What follows belongs to an exercise in optimizing a design on an open flow for small area, a short achievable clock period and few clock cycles per item; a production flow would make more cautious choices.
At most, simulation tests tie the RTL to the original design; equivalence was not proved.
Power and IR drop assume default switching activity.

==> flow/design.v <==
package sidu_pkg;
  localparam int unsigned IdW  = 64;
  localparam int unsigned CidW = 16;
  localparam int unsigned ThrW = 14;
  localparam int unsigned GenW = 48;
  localparam logic [CidW-1:0] IdSpan   = 16'hFFFF;
  localparam logic [ThrW-1:0] GapReset = 14'd1500;
endpackage
module sidu_flags (
  input  logic [13:0] thr_i,
  input  logic [15:0] cid_i,
  output logic [2:0]  flags_o,     
  output logic [16:0] v1_o
);
  assign flags_o = {cid_i > ~{2'b00, thr_i}, cid_i > {2'b00, thr_i}, cid_i < {1'b0, thr_i, 1'b0}};
  assign v1_o    = {1'b0, cid_i} + 17'h0FFFF;
endmodule
module sidu_step (
  input  logic [13:0] thr_i,
  input  logic [15:0] head_i,
  input  logic [63:0] lid_i,
  input  logic [16:0] blo_i,
  input  logic        db_i,
  input  logic [16:0] r_i,
  input  logic        cr_i,
  input  logic [15:0] cid_i,
  input  logic        wrap_i,      
  input  logic        adv_i,       
  input  logic [16:0] v1_i,        
  output logic        ok_o,
  output logic        head_we_o,
  output logic [63:0] lid_o,
  output logic [16:0] blo_o,
  output logic        db_o,
  output logic [16:0] r_o,
  output logic        cr_o
);
  logic        wrap, adv, raise, gt, cv, cb, bones;
  logic [16:0] v, r65;
  logic [17:0] sv, blo65;
  logic [18:0] lo, hi_d;
  logic [46:0] hi, x;
  logic [47:0] pre;
  always_comb begin
    wrap = wrap_i;
    adv  = adv_i;
    v    = wrap ? v1_i : {1'b0, cid_i};
    lo   = {2'b00, v} + {5'b00000, thr_i} - {2'b00, r_i};
    hi_d = {2'b00, r_i} + {5'b00000, thr_i} - {2'b00, v};
    ok_o = !lo[18] && !hi_d[18];
    gt   = v > r_i;
    blo65 = {1'b0, blo_i} + 18'h0FFFF;         
    cb    = blo65[17];
    sv    = {1'b0, blo_i} + {1'b0, v};
    cv    = sv[17];
    hi    = lid_i[63:17];
    x     = hi ^ {47{db_i}};
    pre[0] = 1'b1;
    for (int i = 1; i <= 47; i++) pre[i] = pre[i-1] & x[i-1];
    bones = pre[47];                           
    raise = gt ^ (bones & (cv ^ cr_i));
    lid_o = {hi ^ ({47{db_i ^ cv}} & pre[46:0]), sv[16:0]};
    blo_o = adv ? blo65[16:0] : blo_i;
    db_o  = cv & ~(adv & cb);
    r65   = r_i + 17'h10001;                   
    if (raise) r_o = (wrap && !adv) ? v1_i : {1'b0, cid_i};
    else       r_o = adv ? r65 : r_i;
    cr_o      = (raise ? cv : cr_i) & ~(adv & cb);
    head_we_o = adv || (cid_i > head_i);
  end
endmodule
module sidu_core (
  input  logic                          clk_i,
  input  logic                          rst_ni,
  input  logic                          step_i,
  output logic                          busy_o,
  input  logic [sidu_pkg::CidW-1:0]     cid_i,
  input  logic                          wrap_i,
  input  logic                          adv_i,
  input  logic                          hwc_i,
  input  logic [16:0]                   v1_i,
  output logic                          hw_d_o,
  output logic [sidu_pkg::ThrW-1:0]     thr_o,
  input  logic                          cfg_we_i,
  input  logic [sidu_pkg::ThrW-1:0]     cfg_data_i,
  input  logic                          ld_we_i,
  input  logic [sidu_pkg::GenW-1:0]     ld_gen_i,
  output logic                          acc_o,
  output logic [sidu_pkg::IdW-1:0]      id_o
);
  logic [13:0] thr_q;
  logic [15:0] head_q;
  logic        hw_q, hw_d;
  logic [63:0] lidn_q, lid_s, lid;    
  logic [16:0] blo_q, blo_s;
  logic        db_q, db_s;
  logic [16:0] r_q, r_s;
  logic        cr_q, cr_s;
  logic        accn_q, ok, head_we, cfix_q;    
  logic        busy_q, zero_q, cy_q;
  logic [3:0]  cnt_q, fa, fb;
  logic [4:0]  fs;
  sidu_step u_step (
    .thr_i     (thr_q),
    .head_i    (head_q),
    .lid_i     (lid),
    .blo_i     (blo_q),
    .db_i      (db_q),
    .r_i       (r_q),
    .cr_i      (cr_q),
    .cid_i     (cid_i),
    .wrap_i    (wrap_i),
    .adv_i     (adv_i),
    .v1_i      (v1_i),
    .ok_o      (ok),
    .head_we_o (head_we),
    .lid_o     (lid_s),
    .blo_o     (blo_s),
    .db_o      (db_s),
    .r_o       (r_s),
    .cr_o      (cr_s)
  );
  always_comb begin
    if (ld_we_i)                          hw_d = 1'b0;
    else if (busy_q)                      hw_d = hw_q;
    else if (cfix_q)                      hw_d = head_q > ~{2'b00, thr_q};
    else if (step_i && ok && head_we)     hw_d = hwc_i;
    else                                  hw_d = hw_q;
  end
  assign lid = ~lidn_q;
  always_comb begin
    fa = (zero_q || cnt_q < 4'd4)  ? 4'h0 : lid[3:0];
    fb = (zero_q || cnt_q >= 4'd12) ? 4'hF : ~lid[19:16];
    fs = {1'b0, fa} + {1'b0, fb} + {4'd0, cy_q};
  end
  always_ff @(posedge clk_i or negedge rst_ni) begin
    if (!rst_ni) begin
      thr_q  <= sidu_pkg::GapReset;
      head_q <= '0;
      hw_q   <= 1'b0;
      r_q    <= 17'd1;
      cfix_q <= 1'b0;
      busy_q <= 1'b1;
      zero_q <= 1'b1;
      cnt_q  <= '0;
      cy_q   <= 1'b0;
    end else begin
      cfix_q <= cfg_we_i;
      hw_q   <= hw_d;
      if (cfg_we_i) thr_q <= cfg_data_i;
      if (ld_we_i) begin
        head_q <= '0;
        r_q    <= 17'd1;
        busy_q <= 1'b1;
        zero_q <= 1'b0;
        cnt_q  <= '0;
        cy_q   <= 1'b0;
      end else if (busy_q) begin
        cnt_q  <= cnt_q + 4'd1;
        cy_q   <= fs[4];
        busy_q <= (cnt_q != 4'd15);
      end else if (step_i && ok) begin
        if (head_we) head_q <= cid_i;
        r_q <= r_s;
      end
    end
  end
  always_ff @(posedge clk_i) begin
    if (ld_we_i) begin
      lidn_q[63:16] <= ~ld_gen_i;
    end else if (busy_q) begin
      lidn_q <= ~{fs[3:0], lid[63:4]};
      if (cnt_q == 4'd15) begin
        blo_q <= lid[20:4];
        db_q  <= 1'b0;
        cr_q  <= &lid[20:4];                   
      end
    end else if (step_i && ok) begin
      lidn_q <= ~lid_s;
      blo_q <= blo_s;
      db_q  <= db_s;
      cr_q  <= cr_s;
    end
    if (step_i) accn_q <= !ok;
  end
  assign busy_o = busy_q;
  assign hw_d_o = hw_d;
  assign thr_o  = thr_q;
  assign acc_o  = !accn_q;
  assign id_o   = ~(lidn_q | {64{accn_q}});
endmodule
module sequence_id_unwrapper (
  input  logic                          clk_i,
  input  logic                          rst_ni,
  input  logic                          cfg_valid_i,
  output logic                          cfg_ready_o,
  input  logic [sidu_pkg::ThrW-1:0]     gap_threshold_i,
  input  logic                          gen_load_i,
  input  logic [sidu_pkg::GenW-1:0]     gen_value_i,
  input  logic                          in_valid_i,
  output logic                          in_ready_o,
  input  logic [sidu_pkg::CidW-1:0]     compressed_id_i,
  output logic                          out_valid_o,
  input  logic                          out_ready_i,
  output logic                          accepted_o,
  output logic [sidu_pkg::IdW-1:0]      full_id_o
);
  logic                      a_vld_q, b_free_q, out_vld_q;
  logic [sidu_pkg::CidW-1:0] a_cid_q, b_cid_q, a_cid_d;
  logic [2:0]                a_flg_q, a_flg_d, flg;
  logic                      wrap_q, adv_q, wrap_d, hw_d;
  logic [16:0]               a_v1_q, a_v1_d;
  logic [sidu_pkg::ThrW-1:0] thr;
  logic                      step, a_free, take, busy;
  assign take        = in_valid_i && b_free_q;
  assign step        = a_vld_q && !busy && (!out_vld_q || out_ready_i);
  assign a_free      = !a_vld_q || step;
  assign in_ready_o  = b_free_q;
  assign cfg_ready_o = 1'b1;
  assign a_cid_d     = b_free_q ? compressed_id_i : b_cid_q;
  assign flg         = a_free ? a_flg_d : a_flg_q;
  assign wrap_d      = hw_d && flg[0];
  sidu_flags u_flags (
    .thr_i   (thr),
    .cid_i   (a_cid_d),
    .flags_o (a_flg_d),
    .v1_o    (a_v1_d)
  );
  sidu_core u_core (
    .clk_i      (clk_i),
    .rst_ni     (rst_ni),
    .step_i     (step),
    .busy_o     (busy),
    .cid_i      (a_cid_q),
    .wrap_i     (wrap_q),
    .adv_i      (adv_q),
    .hwc_i      (a_flg_q[2]),
    .v1_i       (a_v1_q),
    .hw_d_o     (hw_d),
    .thr_o      (thr),
    .cfg_we_i   (cfg_valid_i),
    .cfg_data_i (gap_threshold_i),
    .ld_we_i    (gen_load_i),
    .ld_gen_i   (gen_value_i),
    .acc_o      (accepted_o),
    .id_o       (full_id_o)
  );
  always_ff @(posedge clk_i or negedge rst_ni) begin
    if (!rst_ni) begin
      a_vld_q   <= 1'b0;
      b_free_q  <= 1'b1;
      out_vld_q <= 1'b0;
    end else begin
      if (a_free) begin
        a_vld_q  <= !b_free_q || take;
        b_free_q <= 1'b1;
      end else if (take) begin
        b_free_q <= 1'b0;
      end
      if (step) begin
        out_vld_q <= 1'b1;
      end else if (out_ready_i) begin
        out_vld_q <= 1'b0;
      end
    end
  end
  always_ff @(posedge clk_i) begin
    wrap_q <= wrap_d;
    adv_q  <= wrap_d && flg[1];
    if (a_free) begin
      a_cid_q <= a_cid_d;
      a_flg_q <= a_flg_d;
      a_v1_q  <= a_v1_d;
    end
    if (!a_free && take) b_cid_q <= compressed_id_i;
  end
  assign out_valid_o = out_vld_q;
endmodule
export LEC_CHECK = 0
export CAP_MARGIN = 20
export CORE_MARGIN = 2
export CORE_UTILIZATION = 40
export SETUP_SLACK_MARGIN = 5
export SLEW_MARGIN = 20
create_clock -name core_clock -period 10.0 [get_ports {clk_i}]
standard.sh (not shown) runs the stock make flow with config.mk's settings and CLKGATE_MAP_FILE= SYNTH_SCRIPT=/design/flow/synth_recipe.tcl, a recipe that flattens the netlist after the stock synthesis.
==> flow/flow/run.sh <==
#!/bin/bash
# Layout flow: the standard layout (standard.sh: the standard synthesis and ORFS steps,
# unchanged), with two make settings added:
#  - the buffer that placement puts on every input and output port is a plain buf_1 cell
#    instead of the resizer's default choice (a delay buffer);
set -euo pipefail
MARGIN=6.5
export BUFFER_PORTS_ARGS="-buffer_cell sky130_fd_sc_hd__buf_1"
bash standard.sh "BUFFER_PORTS_ARGS=$BUFFER_PORTS_ARGS" "SETUP_SLACK_MARGIN=$MARGIN" finish \
  > standard.log 2>&1
Testbench counts at the start, summed over its fixed seeds: cycles 80,176, items 80,000.
Then changed:
--- a/flow/design.v
+++ b/flow/design.v
@@ -202,43 +202,43 @@
   input  logic [sidu_pkg::CidW-1:0]     compressed_id_i,
   output logic                          out_valid_o,
   input  logic                          out_ready_i,
   output logic                          accepted_o,
   output logic [sidu_pkg::IdW-1:0]      full_id_o
 );
-  logic                      a_vld_q, b_free_q, out_vld_q;
-  logic [sidu_pkg::CidW-1:0] a_cid_q, b_cid_q, a_cid_d;
-  logic [2:0]                a_flg_q, a_flg_d, flg;
+  logic                      a_vld_q, b_free_q, c_vld_q, out_vld_q;
+  logic [sidu_pkg::CidW-1:0] a_cid_q, b_cid_q, c_cid_q;
+  logic [2:0]                c_flg_q, c_flg_d, flg;
   logic                      wrap_q, adv_q, wrap_d, hw_d;
-  logic [16:0]               a_v1_q, a_v1_d;
+  logic [16:0]               c_v1_q, c_v1_d;
   logic [sidu_pkg::ThrW-1:0] thr;
-  logic                      step, a_free, take, busy;
+  logic                      step, a_free, c_free, take, busy;
   assign take        = in_valid_i && b_free_q;
-  assign step        = a_vld_q && !busy && (!out_vld_q || out_ready_i);
-  assign a_free      = !a_vld_q || step;
+  assign step        = c_vld_q && !busy && (!out_vld_q || out_ready_i);
+  assign c_free      = !c_vld_q || step;
+  assign a_free      = !a_vld_q || c_free;
   assign in_ready_o  = b_free_q;
   assign cfg_ready_o = 1'b1;
-  assign a_cid_d     = b_free_q ? compressed_id_i : b_cid_q;
-  assign flg         = a_free ? a_flg_d : a_flg_q;
+  assign flg         = c_free ? c_flg_d : c_flg_q;
   assign wrap_d      = hw_d && flg[0];
   sidu_flags u_flags (
     .thr_i   (thr),
-    .cid_i   (a_cid_d),
-    .flags_o (a_flg_d),
-    .v1_o    (a_v1_d)
+    .cid_i   (a_cid_q),
+    .flags_o (c_flg_d),
+    .v1_o    (c_v1_d)
   );
   sidu_core u_core (
     .clk_i      (clk_i),
     .rst_ni     (rst_ni),
     .step_i     (step),
     .busy_o     (busy),
-    .cid_i      (a_cid_q),
+    .cid_i      (c_cid_q),
     .wrap_i     (wrap_q),
     .adv_i      (adv_q),
-    .hwc_i      (a_flg_q[2]),
-    .v1_i       (a_v1_q),
+    .hwc_i      (c_flg_q[2]),
+    .v1_i       (c_v1_q),
     .hw_d_o     (hw_d),
     .thr_o      (thr),
     .cfg_we_i   (cfg_valid_i),
     .cfg_data_i (gap_threshold_i),
     .ld_we_i    (gen_load_i),
     .ld_gen_i   (gen_value_i),
@@ -246,33 +246,36 @@
     .id_o       (full_id_o)
   );
   always_ff @(posedge clk_i or negedge rst_ni) begin
     if (!rst_ni) begin
       a_vld_q   <= 1'b0;
       b_free_q  <= 1'b1;
+      c_vld_q   <= 1'b0;
       out_vld_q <= 1'b0;
     end else begin
       if (a_free) begin
         a_vld_q  <= !b_free_q || take;
         b_free_q <= 1'b1;
       end else if (take) begin
         b_free_q <= 1'b0;
       end
+      if (c_free) c_vld_q <= a_vld_q;
       if (step) begin
         out_vld_q <= 1'b1;
       end else if (out_ready_i) begin
         out_vld_q <= 1'b0;
       end
     end
   end
   always_ff @(posedge clk_i) begin
     wrap_q <= wrap_d;
     adv_q  <= wrap_d && flg[1];
-    if (a_free) begin
-      a_cid_q <= a_cid_d;
-      a_flg_q <= a_flg_d;
-      a_v1_q  <= a_v1_d;
-    end
+    if (c_free) begin
+      c_cid_q <= a_cid_q;
+      c_flg_q <= c_flg_d;
+      c_v1_q  <= c_v1_d;
+    end
+    if (a_free) a_cid_q <= b_free_q ? compressed_id_i : b_cid_q;
     if (!a_free && take) b_cid_q <= compressed_id_i;
   end
   assign out_valid_o = out_vld_q;
 endmodule
What happened:
- register-to-register slack is worse by 0.11 ns
- non-clock buffer count came out lower by 17
- critical path depth came out lower by 1
- routed wire length climbs by about 1%
- total power is higher by 19%
- first-iteration DRC count rose by about 12%
- worst hold slack degrades by 0.0093 ns
- combinational power went up by about 4%
For the second run of this note, only the layout was checked, not whether the RTL still works.

[static timing again, ports no longer ideal]
No port has a modelled driver above. Below, the same layouts with a new extraction and two added sets of constraints. Step 1 assumes that a clkbuf_16 drives the clock port and a buf_2 every other input. Step 2 times the ports against the registers' clock, not the clock port: input delays grow and output delays shrink by t, the midpoint of the rising clock arrivals with the driver on. Slacks: ideal / step 1 / step 2; pairs: ideal / step 1.
| run | t, ns | setup slack, ns | worst register clock-pin slew, ns | cell pins on the clock port's net |
|---|---|---|---|---|
| the first run | 0.520 | 6.168 / 6.189 / 5.670 | 0.09 / 0.09 | 1 |
| the second run | 0.602 | 6.105 / 6.105 / 5.893 | 0.07 / 0.07 | 1 |
After both steps setup and hold are still met in every run listed. The setup slack of the first run, which loses most, moves by +0.021 ns with the drivers and by -0.498 ns with both steps.
